Source: an optimization exercise on an open RTL-to-GDS flow (aim: small area). Production flows keep margins and buffers that such runs may drop.
Only simulation tests tie the RTL to the original design; equivalence was not proved.
Power figures rest on the tool's default switching activity, not on a simulated workload.

==> v32: inputs <==
// writeback_regfile
module writeback_regfile #(
   parameter int XLEN = 32,
   parameter int NREG = 32
) (
   input  logic            clk,
   input  logic            rst,
   input  logic            regfile_we_w,
   input  logic [1:0]      regfile_src_sel_w,
   input  logic [XLEN-1:0] pc_plus4_w,
   input  logic [XLEN-1:0] alu_result_w,
   input  logic [XLEN-1:0] mem_data_w,
   input  logic [4:0]      wa_w,
   input  logic            retire_w,
   input  logic [4:0]      ra1,
   input  logic [4:0]      ra2,
   input  logic            instret_we,
   input  logic [63:0]     instret_wd,
   output logic [XLEN-1:0] rd1,
   output logic [XLEN-1:0] rd2,
   output logic [XLEN-1:0] wd_w,
   output logic [63:0]     instret
);
   logic [XLEN-1:0] mem [1:NREG-1];
   logic [1:0][XLEN-1:0] wdat;     
   logic [1:0][NREG-1:1] wen;      
   logic [1:0][31:0]     sel1, sel2;
   logic [2:0]      srcsel;
   assign srcsel[0] = (regfile_src_sel_w == 2'b00);
   assign srcsel[1] = (regfile_src_sel_w == 2'b01);
   assign srcsel[2] = (regfile_src_sel_w == 2'b10);
   for (genvar b = 0; b < XLEN; b++) begin : g_wd
      wbrf_wdbit u (.src({pc_plus4_w[b], mem_data_w[b], alu_result_w[b]}), .sel(srcsel),
                    .rst(rst), .wd(wd_w[b]), .wdat({wdat[1][b], wdat[0][b]}));
   end
   logic [3:0] wlo;
   logic [7:0] whi;
   wbrf_wrpre u_wpre (.wa(wa_w), .we(regfile_we_w), .lo(wlo), .hi(whi));
   for (genvar i = 1; i < NREG; i++) begin : g_wen
      wbrf_a21o u_0 (.a1(wlo[i % 4]), .a2(whi[i / 4]), .b(rst), .y(wen[0][i]));
      wbrf_a21o u_1 (.a1(wlo[i % 4]), .a2(whi[i / 4]), .b(rst), .y(wen[1][i]));
   end
   logic [XLEN-1:0] mem_d [1:NREG-1];
   for (genvar i = 1; i < NREG; i++) begin : g_reg
      logic [1:0] wen_n;
      wbrf_inv u_wen_n0 (.a(wen[0][i]), .y(wen_n[0]));
      wbrf_inv u_wen_n1 (.a(wen[1][i]), .y(wen_n[1]));
      for (genvar b = 0; b < XLEN; b++) begin : g_bit
         wbrf_ao22 u_hold (.a({wen_n[b / 16], wen[b / 16][i]}), .b({mem[i][b], wdat[i / 16][b]}),
                           .y(mem_d[i][b]));
      end
   end
   always_ff @(posedge clk) begin
      for (int i = 1; i < NREG; i++)
         mem[i] <= mem_d[i];
   end
   wbrf_rddec u_dec1 (.ra(ra1), .wa(wa_w), .we(regfile_we_w), .sa(sel1[0]), .sb(sel1[1]));
  ...
==> module wbrf_wdbit, before the edit <==
module wbrf_wdbit (
   input  logic [2:0] src,
   input  logic [2:0] sel,
   input  logic       rst,
   output logic       wd,
   output logic [1:0] wdat
);
   logic n;
   wbrf_aoi222 u (.a(src), .b(sel), .y(n));
   wbrf_inv u_wd (.a(n), .y(wd));
   wbrf_nor2 u_w0 (.a(n), .b(rst), .y(wdat[0]));
   wbrf_nor2 u_w1 (.a(n), .b(rst), .y(wdat[1]));
endmodule
==> module writeback_regfile, before the edit <==
module writeback_regfile #(
   parameter int XLEN = 32,
   parameter int NREG = 32
) (
   input  logic            clk,
   input  logic            rst,
   input  logic            regfile_we_w,
   input  logic [1:0]      regfile_src_sel_w,
   input  logic [XLEN-1:0] pc_plus4_w,
   input  logic [XLEN-1:0] alu_result_w,
   input  logic [XLEN-1:0] mem_data_w,
   input  logic [4:0]      wa_w,
   input  logic            retire_w,
   input  logic [4:0]      ra1,
   input  logic [4:0]      ra2,
   input  logic            instret_we,
   input  logic [63:0]     instret_wd,
   output logic [XLEN-1:0] rd1,
   output logic [XLEN-1:0] rd2,
   output logic [XLEN-1:0] wd_w,
   output logic [63:0]     instret
);
   logic [XLEN-1:0] mem [1:NREG-1];
   logic [1:0][XLEN-1:0] wdat;     
   logic [1:0][NREG-1:1] wen;      
   logic [1:0][31:0]     sel1, sel2;
   logic [2:0]      srcsel;
   assign srcsel[0] = (regfile_src_sel_w == 2'b00);
   assign srcsel[1] = (regfile_src_sel_w == 2'b01);
   assign srcsel[2] = (regfile_src_sel_w == 2'b10);
   for (genvar b = 0; b < XLEN; b++) begin : g_wd
      wbrf_wdbit u (.src({pc_plus4_w[b], mem_data_w[b], alu_result_w[b]}), .sel(srcsel),
                    .rst(rst), .wd(wd_w[b]), .wdat({wdat[1][b], wdat[0][b]}));
   end
   logic [3:0] wlo;
   logic [7:0] whi;
   wbrf_wrpre u_wpre (.wa(wa_w), .we(regfile_we_w), .lo(wlo), .hi(whi));
   for (genvar i = 1; i < NREG; i++) begin : g_wen
      wbrf_a21o u_0 (.a1(wlo[i % 4]), .a2(whi[i / 4]), .b(rst), .y(wen[0][i]));
      wbrf_a21o u_1 (.a1(wlo[i % 4]), .a2(whi[i / 4]), .b(rst), .y(wen[1][i]));
   end
   logic [XLEN-1:0] mem_d [1:NREG-1];
   for (genvar i = 1; i < NREG; i++) begin : g_reg
      logic [1:0] wen_n;
      wbrf_inv u_wen_n0 (.a(wen[0][i]), .y(wen_n[0]));
      wbrf_inv u_wen_n1 (.a(wen[1][i]), .y(wen_n[1]));
      for (genvar b = 0; b < XLEN; b++) begin : g_bit
         wbrf_ao22 u_hold (.a({wen_n[b / 16], wen[b / 16][i]}), .b({mem[i][b], wdat[i / 16][b]}),
                           .y(mem_d[i][b]));
      end
   end
   always_ff @(posedge clk) begin
      for (int i = 1; i < NREG; i++)
         mem[i] <= mem_d[i];
   end
   wbrf_rddec u_dec1 (.ra(ra1), .wa(wa_w), .we(regfile_we_w), .sa(sel1[0]), .sb(sel1[1]));
   wbrf_rddec u_dec2 (.ra(ra2), .wa(wa_w), .we(regfile_we_w), .sa(sel2[0]), .sb(sel2[1]));
   for (genvar b = 0; b < XLEN; b++) begin : g_rd
      logic [31:0] col;
      assign col[0] = wd_w[b];
      for (genvar i = 1; i < NREG; i++) begin : g_col
         assign col[i] = mem[i][b];
      end
      wbrf_rdbit u_rd1 (.d(col), .s(sel1[b / 16]), .y(rd1[b]));
      wbrf_rdbit u_rd2 (.d(col), .s(sel2[b / 16]), .y(rd2[b]));
   end
   logic [7:0]  grp_all;     
   logic [8:0]  grp_cin;     
   logic [64:0] cy;
   logic [63:0] sum;
   logic [63:0] instret_d;
   logic        ld, keep;
   assign grp_cin[0] = retire_w;
   for (genvar j = 0; j < 8; j++) begin : g_grp
      wbrf_and8 u_all (.a(instret[8*j+7:8*j]), .y(grp_all[j]));
      wbrf_and2 u_cin (.a(grp_cin[j]), .b(grp_all[j]), .y(grp_cin[j+1]));
      assign cy[8*j] = grp_cin[j];
      for (genvar k = 0; k < 8; k++) begin : g_bit
         logic co;
         wbrf_ha u_ha (.a(instret[8*j+k]), .b(cy[8*j+k]), .s(sum[8*j+k]), .co(co));
         if (k < 7) begin : g_c
            assign cy[8*j+k+1] = co;
         end
      end
   end
   assign ld   = instret_we & ~rst;
   assign keep = ~instret_we & ~rst;
   for (genvar i = 0; i < 64; i++) begin : g_cnt
      wbrf_ao22 u_mux (.a({keep, ld}), .b({sum[i], instret_wd[i]}), .y(instret_d[i]));
   end
   always_ff @(posedge clk)
      instret <= instret_d;
endmodule
clock: 7.0 ns
lec_check: 0
cap_margin: 10
core_margin: 2
core_utilization: 55
place_density: 0.7
slew_margin: 10
synth_hierarchical: 1
synth_minimum_keep_size: 0
standard.sh (not shown) runs the stock make flow with config.mk's settings and CLKGATE_MAP_FILE= SYNTH_SCRIPT=/design/flow/synth_recipe.tcl, a recipe that flattens the netlist after the stock synthesis.
==> flow/flow/run.sh <==
#!/bin/bash
# The standard layout (the standard.sh, unchanged synthesis), with two changes:
# the port buffers use the smallest buffer cell, and clock tree synthesis builds its
# leaves from small clock buffers (clkbuf_4, up to 10 flip-flops each) without dummy loads.
set -uo pipefail
export BUFFER_PORTS_ARGS="-buffer_cell sky130_fd_sc_hd__buf_1"
export CTS_ARGS="-sink_clustering_enable -repair_clock_nets -dont_use_dummy_load -sink_clustering_size 10 -sink_clustering_max_diameter 40 -buf_list sky130_fd_sc_hd__clkbuf_4"
bash standard.sh > flow_make.log 2>&1
==> inputs of v6, as changes to v32 <==
--- a/flow/design.v
+++ b/flow/design.v
@@ -76,3 +76,3 @@
    output logic       wd,
-   output logic [1:0] wdat
+   output logic       wdat
 );
@@ -81,4 +81,3 @@
    wbrf_inv u_wd (.a(n), .y(wd));
-   wbrf_nor2 u_w0 (.a(n), .b(rst), .y(wdat[0]));
-   wbrf_nor2 u_w1 (.a(n), .b(rst), .y(wdat[1]));
+   wbrf_nor2 u_w (.a(n), .b(rst), .y(wdat));
 endmodule
@@ -199,3 +198,3 @@
    logic [XLEN-1:0] mem [1:NREG-1];
-   logic [1:0][XLEN-1:0] wdat;     
+   logic [XLEN-1:0]      wdat;
    logic [1:0][NREG-1:1] wen;      
@@ -208,3 +207,3 @@
       wbrf_wdbit u (.src({pc_plus4_w[b], mem_data_w[b], alu_result_w[b]}), .sel(srcsel),
-                    .rst(rst), .wd(wd_w[b]), .wdat({wdat[1][b], wdat[0][b]}));
+                    .rst(rst), .wd(wd_w[b]), .wdat(wdat[b]));
    end
@@ -223,3 +222,3 @@
       for (genvar b = 0; b < XLEN; b++) begin : g_bit
-         wbrf_ao22 u_hold (.a({wen_n[b / 16], wen[b / 16][i]}), .b({mem[i][b], wdat[i / 16][b]}),
+         wbrf_ao22 u_hold (.a({wen_n[b / 16], wen[b / 16][i]}), .b({mem[i][b], wdat[b]}),
                            .y(mem_d[i][b]));
--- a/flow/config.mk
+++ b/flow/config.mk
@@ -7,3 +7,3 @@
 export LEC_CHECK = 0
-export CAP_MARGIN = 10
+export CAP_MARGIN = 20
 export CORE_MARGIN = 2
@@ -11,3 +11,4 @@
 export PLACE_DENSITY = 0.7
-export SLEW_MARGIN = 10
+export SETUP_SLACK_MARGIN = 0.4
+export SLEW_MARGIN = 20
 export SYNTH_HIERARCHICAL = 1
==> notes.md <==
Clock buffer cells: v6 148; v32 149
Total cell area at the placement stage: v6 45,400 µm²; v32 45,600 µm²
Outcome: v6 timing/DRC/antenna clean; v32 finished with violations
Layout check failures: v6 -; v32 negative setup slack
Total iterations of the first detailed-routing run: v6 22; v32 17
Internal power component: v6 8.04 mW; v32 8.06 mW
FF-to-FF Start: v6 instret[6]; v32 instret[4]
Drt wl/cell: v6 35.3 µm; v32 34.5 µm
Switch Pwr: v6 3.50 mW; v32 3.52 mW
Signal arrival time at the worst endpoint: v6 5300 ps; v32 5600 ps
Sw frac: v6 30.3%; v32 30.4%
Clock Network Area Fraction: v6 2.39%; v32 2.39%
Wire length on met3: v6 30,100 µm; v32 27,000 µm
Cell area after layout: v6 46,600 µm²; v32 46,700 µm²

==> static timing again, ports no longer ideal <==
Ports are ideal in the flow. The routed layouts listed here were re-timed in OpenROAD. Step 1: set_driving_cell puts a clkbuf_16 on clk and a buf_2 on each other input, an assumption about the parent block. Step 2 also shifts input and output timing later by t, the mid clock arrival at the registers, as if the neighbouring blocks saw the same clock. Slacks: ideal ports / drivers / drivers and shift; pairs: ideal ports / drivers.
run	t, ns	setup WS [ns]	pins driven straight from the clock port
v32	1.085	-0.002 / -0.033 / -0.033	1
v6	1.063	0.303 / 0.273 / 0.273	1
The setup slack of v32, which loses most, moves by -0.031 ns with the drivers and by -0.031 ns with both steps.
